What follows belongs to an exercise in optimizing a design on an open flow for small area, a short achievable clock period and few clock cycles; a production flow would make more cautious choices.
Function was checked by simulation only, so behaviour that the tests miss may differ from the original.
Power and IR drop assume default switching activity.

==> flow/design.v <==
`timescale 1ns/100ps
module cpu (
    input  logic                   clk,
    input  logic                   arst_n,
    output logic [14-1:0] isram_addr,
    input  logic [32-1:0]   isram_dataout,
    output logic [14-1:0] dsram_addr,
    output logic [3:0]             dsram_wen,
    output logic [32-1:0]   dsram_datain,
    input  logic [32-1:0]   dsram_dataout
);
    localparam logic [6:0] OPC_OP     = 7'b0110011;
    localparam logic [6:0] OPC_OP_IMM = 7'b0010011;
    localparam logic [6:0] OPC_LUI    = 7'b0110111;
    localparam logic [6:0] OPC_LOAD   = 7'b0000011;
    localparam logic [6:0] OPC_STORE  = 7'b0100011;
    localparam logic [6:0] OPC_BRANCH = 7'b1100011;
    logic [15:1] fpc;        
    logic [15:1] ipc;        
    logic        ivalid;     
    logic [31:0] ir;         
    logic        dvalid;
    logic        dpred;      
    logic [15:1] dalt;       
    logic        stall_q;    
    logic        fe1, fe2;   
    logic        fm1, fm2;   
    logic [31:1] sel1, sel2;  
    logic        evalid;
    logic [31:0] opa, opb;
    logic [15:2] eaddr;      
    logic        ewen;       
    logic [4:0]  erd;
    logic        ewr, eload, ebranch, ebne, epred;
    logic [15:1] ealt;       
    logic        esub, esra;
    logic        s_add, s_slt, s_sltu, s_xor, s_or, s_and, s_sll, s_sr;
    logic        mwr, mload;
    logic [4:0]  mrd;
    logic [31:0] mres;
    logic [31:0] rf [1:31];
    logic [31:0] iw;
    logic        i_op, i_opimm, i_lui, i_load, i_store, i_branch;
    logic        i_use1, i_use2, i_pred;
    logic [15:1] i_tgt, i_alt;
    assign iw       = isram_dataout;
    assign i_op     = iw[6:0] == OPC_OP;
    assign i_opimm  = iw[6:0] == OPC_OP_IMM;
    assign i_lui    = iw[6:0] == OPC_LUI;
    assign i_load   = iw[6:0] == OPC_LOAD;
    assign i_store  = iw[6:0] == OPC_STORE;
    assign i_branch = iw[6:0] == OPC_BRANCH;
    assign i_use1   = i_op | i_opimm | i_load | i_store | i_branch;
    assign i_use2   = i_op | i_store | i_branch;
    assign i_pred   = i_branch & ((iw[19:15] == iw[24:20]) ? ~iw[12] : (iw[31] | iw[12]));
    assign i_tgt    = ipc + {{3{iw[31]}}, iw[31], iw[7], iw[30:25], iw[11:8]};
    assign i_alt    = i_pred ? ipc + 15'd2 : i_tgt;
    logic       d_op, d_opimm, d_lui, d_load, d_store, d_branch;
    logic       d_use1, d_use2, d_wr, d_ar;
    logic [4:0] d_rs1, d_rs2, d_rd;
    logic [2:0] d_f3;
    assign d_op     = ir[6:0] == OPC_OP;
    assign d_opimm  = ir[6:0] == OPC_OP_IMM;
    assign d_lui    = ir[6:0] == OPC_LUI;
    assign d_load   = ir[6:0] == OPC_LOAD;
    assign d_store  = ir[6:0] == OPC_STORE;
    assign d_branch = ir[6:0] == OPC_BRANCH;
    assign d_use1   = d_op | d_opimm | d_load | d_store | d_branch;
    assign d_use2   = d_op | d_store | d_branch;
    assign d_ar     = d_op | d_opimm;
    assign d_rs1    = ir[19:15];
    assign d_rs2    = ir[24:20];
    assign d_rd     = ir[11:7];
    assign d_f3     = ir[14:12];
    assign d_wr     = (d_ar | d_lui | d_load) & (d_rd != 5'd0);
    logic [31:0] bx, sum, shin, shout, alu_res;
    logic [32:0] shx;
    logic        lt, ltu, eq, mispred;
    assign bx  = opb ^ {32{esub}};
    assign sum = opa + bx + {31'd0, esub};
    assign lt  = (opa[31] ^ opb[31]) ? opa[31] : sum[31];
    assign ltu = (opa[31] ^ opb[31]) ? opb[31] : sum[31];
    always_comb begin
        for (int k = 0; k < 32; k++) shin[k] = s_sll ? opa[31-k] : opa[k];
    end
    assign shx   = $signed({esra & opa[31], shin}) >>> opb[4:0];
    assign shout = shx[31:0];
    always_comb begin
        alu_res = ({32{s_add}} & sum)
                | ({32{s_xor}} & (opa ^ opb))
                | ({32{s_or}}  & (opa | opb))
                | ({32{s_and}} & (opa & opb))
                | ({32{s_sr}}  & shout)
                | {31'd0, (s_slt & lt) | (s_sltu & ltu)};
        for (int k = 0; k < 32; k++) alu_res[k] = alu_res[k] | (s_sll & shout[31-k]);
    end
    assign eq      = opa == opb;
    assign mispred = evalid & ebranch & ((eq ^ ebne) ^ epred);
    assign dsram_addr   = eaddr;
    assign dsram_wen    = {4{ewen}};
    assign dsram_datain = opb;
    logic [31:0] mval;
    assign mval = mload ? dsram_dataout : mres;
    always_ff @(posedge clk) begin
        for (int k = 1; k < 32; k++) begin
            if (mwr && mrd == 5'(k)) rf[k] <= mval;
        end
    end
    logic [31:0] rf1, rf2, d_imm, opa_n, opb_n;
    logic [15:0] d_off, addr_rf, addr_m;
    always_comb begin
        rf1 = '0;
        rf2 = '0;
        for (int k = 1; k < 32; k++) begin
            rf1 = rf1 | ({32{sel1[k]}} & rf[k]);
            rf2 = rf2 | ({32{sel2[k]}} & rf[k]);
        end
    end
    assign d_imm = d_use2 ? 32'd0 : d_lui ? {ir[31:12], 12'd0} : {{20{ir[31]}}, ir[31:20]};
    assign opa_n = fe1 ? alu_res : fm1 ? mval : rf1;
    assign opb_n = fe2 ? alu_res : fm2 ? mval : (rf2 | d_imm);
    assign d_off   = d_store ? {{4{ir[31]}}, ir[31:25], ir[11:7]} : {{4{ir[31]}}, ir[31:20]};
    assign addr_rf = rf1[15:0] + d_off;
    assign addr_m  = mval[15:0] + d_off;
    logic accept, stall_n;
    assign accept  = ivalid & ~stall_q & ~mispred;
    assign stall_n = accept & dvalid & d_wr
                   & ((d_load & ((i_use1 & (iw[19:15] == d_rd)) | (i_use2 & (iw[24:20] == d_rd))))
                    | ((i_load | i_store) & (iw[19:15] == d_rd)));
    assign isram_addr = fpc[15:2];
    always_ff @(posedge clk or negedge arst_n) begin
        if (!arst_n) begin
            fpc     <= '0;
            ivalid  <= 1'b0;
            dvalid  <= 1'b0;
            stall_q <= 1'b0;
            evalid  <= 1'b0;
            ewen    <= 1'b0;
            mwr     <= 1'b0;
        end else begin
            if (mispred) begin
                fpc    <= ealt;
                ivalid <= 1'b0;
            end else if (accept && i_pred) begin
                fpc    <= i_tgt;
                ivalid <= 1'b0;
            end else begin
                if (!stall_n) fpc <= fpc + 15'd2;
                ivalid <= 1'b1;
            end
            dvalid  <= ~mispred & (stall_q ? dvalid : ivalid);
            stall_q <= stall_n;
            evalid  <= dvalid & ~stall_q & ~mispred;
            ewen    <= dvalid & ~stall_q & ~mispred & d_store;
            mwr     <= evalid & ewr;
        end
    end
    always_ff @(posedge clk) begin
        ipc <= fpc;
        if (!stall_q) begin
            ir    <= iw;
            dpred <= i_pred;
            dalt  <= i_alt;
        end
        for (int k = 1; k < 32; k++) begin
            sel1[k] <= stall_q ? (d_use1 & (d_rs1 == 5'(k))) : (i_use1 & (iw[19:15] == 5'(k)));
            sel2[k] <= stall_q ? (d_use2 & (d_rs2 == 5'(k))) : (i_use2 & (iw[24:20] == 5'(k)));
        end
        fe1 <= ~stall_q & dvalid & d_wr & i_use1 & (iw[19:15] == d_rd);
        fe2 <= ~stall_q & dvalid & d_wr & i_use2 & (iw[24:20] == d_rd);
        fm1 <= stall_q ? (evalid & ewr & (d_rs1 == erd) & d_use1)
                       : (evalid & ewr & i_use1 & (iw[19:15] == erd));
        fm2 <= stall_q ? (evalid & ewr & (d_rs2 == erd) & d_use2)
                       : (evalid & ewr & i_use2 & (iw[24:20] == erd));
        opa     <= opa_n;
        opb     <= opb_n;
        eaddr   <= fm1 ? addr_m[15:2] : addr_rf[15:2];
        erd     <= d_rd;
        ewr     <= d_wr;
        eload   <= d_load;
        ebranch <= d_branch;
        ebne    <= d_f3[0];
        epred   <= dpred;
        ealt    <= dalt;
        esub    <= d_ar & ((d_f3 == 3'd0 & d_op & ir[30]) | d_f3 == 3'd2 | d_f3 == 3'd3);
        esra    <= ir[30] & (d_f3 == 3'd5);
        s_add   <= ~d_ar | (d_f3 == 3'd0);
        s_sll   <= d_ar & (d_f3 == 3'd1);
        s_slt   <= d_ar & (d_f3 == 3'd2);
        s_sltu  <= d_ar & (d_f3 == 3'd3);
        s_xor   <= d_ar & (d_f3 == 3'd4);
        s_sr    <= d_ar & (d_f3 == 3'd5);
        s_or    <= d_ar & (d_f3 == 3'd6);
        s_and   <= d_ar & (d_f3 == 3'd7);
        mload <= eload;
        mrd   <= erd;
        mres  <= alu_res;
    end
endmodule
Settings: LEC_CHECK=0, CAP_MARGIN=20, CORE_MARGIN=2, CORE_UTILIZATION=40, CTS_CLUSTER_DIAMETER=100, CTS_CLUSTER_SIZE=20, PLACE_DENSITY=0.72, SLEW_MARGIN=20, TNS_END_PERCENT=100; clock period 9.0 ns.
standard.sh (not shown) runs the stock make flow with config.mk's settings and CLKGATE_MAP_FILE= SYNTH_SCRIPT=/design/flow/synth_recipe.tcl, a recipe that flattens the netlist after the stock synthesis.
==> flow/flow/run.sh <==
#!/bin/bash
# The standard layout (the standard.sh, unchanged synthesis and steps),
# with setup repair asked to leave 5.5 ns of slack at the 9 ns clock.
set -euo pipefail
bash standard.sh SETUP_SLACK_MARGIN=5.5 finish > standard.log 2>&1
The starting point ran to the end with no violations.
Testbench counts at the start, summed over its fixed seeds: cycles 82,486.
Next try:
--- a/flow/design.v
+++ b/flow/design.v
@@ -27,4 +27,5 @@
     logic        fm1, fm2;   
     logic [31:1] sel1, sel2;  
+    logic [31:1] sel1h;       
     logic        evalid;
     logic [31:0] opa, opb;
@@ -53,7 +54,8 @@
     assign i_use1   = i_op | i_opimm | i_load | i_store | i_branch;
     assign i_use2   = i_op | i_store | i_branch;
-    assign i_pred   = i_branch & ((iw[19:15] == iw[24:20]) ? ~iw[12] : (iw[31] | iw[12]));
+    assign i_pred   = i_branch & (iw[14:13] == 2'b00)
+                    & ((iw[19:15] == iw[24:20]) ? ~iw[12] : (iw[31] | iw[12]));
     assign i_tgt    = ipc + {{3{iw[31]}}, iw[31], iw[7], iw[30:25], iw[11:8]};
-    assign i_alt    = i_pred ? ipc + 15'd2 : i_tgt;
+    assign i_alt    = i_pred ? fpc : i_tgt;
     logic       d_op, d_opimm, d_lui, d_load, d_store, d_branch;
     logic       d_use1, d_use2, d_wr, d_ar;
@@ -113,5 +115,5 @@
         rf2 = '0;
         for (int k = 1; k < 32; k++) begin
-            rf1 = rf1 | ({32{sel1[k]}} & rf[k]);
+            rf1 = rf1 | ({sel1h[k] ? 16'hffff : 16'h0000, sel1[k] ? 16'hffff : 16'h0000} & rf[k]);
             rf2 = rf2 | ({32{sel2[k]}} & rf[k]);
         end
@@ -123,9 +125,12 @@
     assign addr_rf = rf1[15:0] + d_off;
     assign addr_m  = mval[15:0] + d_off;
-    logic accept, stall_n;
-    assign accept  = ivalid & ~stall_q & ~mispred;
-    assign stall_n = accept & dvalid & d_wr
+    logic take, stall_c, stall_n;
+    logic [15:1] fpc_seq;
+    assign take    = ivalid & ~stall_q;
+    assign stall_c = take & dvalid & d_wr
                    & ((d_load & ((i_use1 & (iw[19:15] == d_rd)) | (i_use2 & (iw[24:20] == d_rd))))
                     | ((i_load | i_store) & (iw[19:15] == d_rd)));
+    assign stall_n = stall_c & ~mispred;
+    assign fpc_seq = (take & i_pred) ? i_tgt : stall_c ? fpc : fpc + 15'd2;
     assign isram_addr = fpc[15:2];
     always_ff @(posedge clk or negedge arst_n) begin
@@ -139,14 +144,6 @@
             mwr     <= 1'b0;
         end else begin
-            if (mispred) begin
-                fpc    <= ealt;
-                ivalid <= 1'b0;
-            end else if (accept && i_pred) begin
-                fpc    <= i_tgt;
-                ivalid <= 1'b0;
-            end else begin
-                if (!stall_n) fpc <= fpc + 15'd2;
-                ivalid <= 1'b1;
-            end
+            fpc     <= mispred ? ealt : fpc_seq;
+            ivalid  <= ~mispred & ~(take & i_pred);
             dvalid  <= ~mispred & (stall_q ? dvalid : ivalid);
             stall_q <= stall_n;
@@ -164,5 +161,7 @@
         end
         for (int k = 1; k < 32; k++) begin
-            sel1[k] <= stall_q ? (d_use1 & (d_rs1 == 5'(k))) : (i_use1 & (iw[19:15] == 5'(k)));
+            sel1[k]  <= stall_q ? (d_use1 & (d_rs1 == 5'(k))) : (i_use1 & (iw[19:15] == 5'(k)));
+            sel1h[k] <= stall_q ? (d_ar & (d_rs1 == 5'(k)) | d_branch & (d_rs1 == 5'(k)))
+                                : ((i_op | i_opimm | i_branch) & (iw[19:15] == 5'(k)));
             sel2[k] <= stall_q ? (d_use2 & (d_rs2 == 5'(k))) : (i_use2 & (iw[24:20] == 5'(k)));
         end
@@ -179,5 +178,5 @@
         ewr     <= d_wr;
         eload   <= d_load;
-        ebranch <= d_branch;
+        ebranch <= d_branch & (d_f3[2:1] == 2'b00);    
         ebne    <= d_f3[0];
         epred   <= dpred;
Via count grows by 0.72%.
Final cell count rose by 3.1%.
Synthesized area came out higher by 1.6%.
Maximum frequency rose by 1.1%.
Count of clock-buffer cells in the layout increases by 2.
Clock power rises by about 1%.
Testbench counts after the change, summed over its fixed seeds: cycles 82,486.

[port drivers added, routing unchanged]
No port has a modelled driver above. Below, the same layouts with a new extraction and two added sets of constraints. Step 1 (the two cells are an assumption about what drives the block):
set clk [get_ports {clk}]
set_driving_cell -lib_cell sky130_fd_sc_hd__clkbuf_16 $clk
set_driving_cell -lib_cell sky130_fd_sc_hd__buf_2 [delete_from_list [all_inputs] $clk]
Step 2 times the ports against the registers' clock, not the clock port: input delays grow and output delays shrink by t, the midpoint of the rising clock arrivals with the driver on. a / b / c = no drivers / after step 1 / after step 2; a / b = the first two.
run | t, ns | setup slack, ns | latest minus earliest clock arrival (ns) | slew at the worst register clock pin (ns)
the first run | 0.782 | 5.409 / 5.409 / 4.720 | 0.039 / 0.039 | 0.09 / 0.09
the second run | 0.772 | 5.447 / 5.424 / 4.755 | 0.041 / 0.041 | 0.09 / 0.09
After both steps every run listed still meets setup and hold. The setup slack of the second run, which loses most, moves by -0.023 ns with the drivers and by -0.692 ns with both steps.
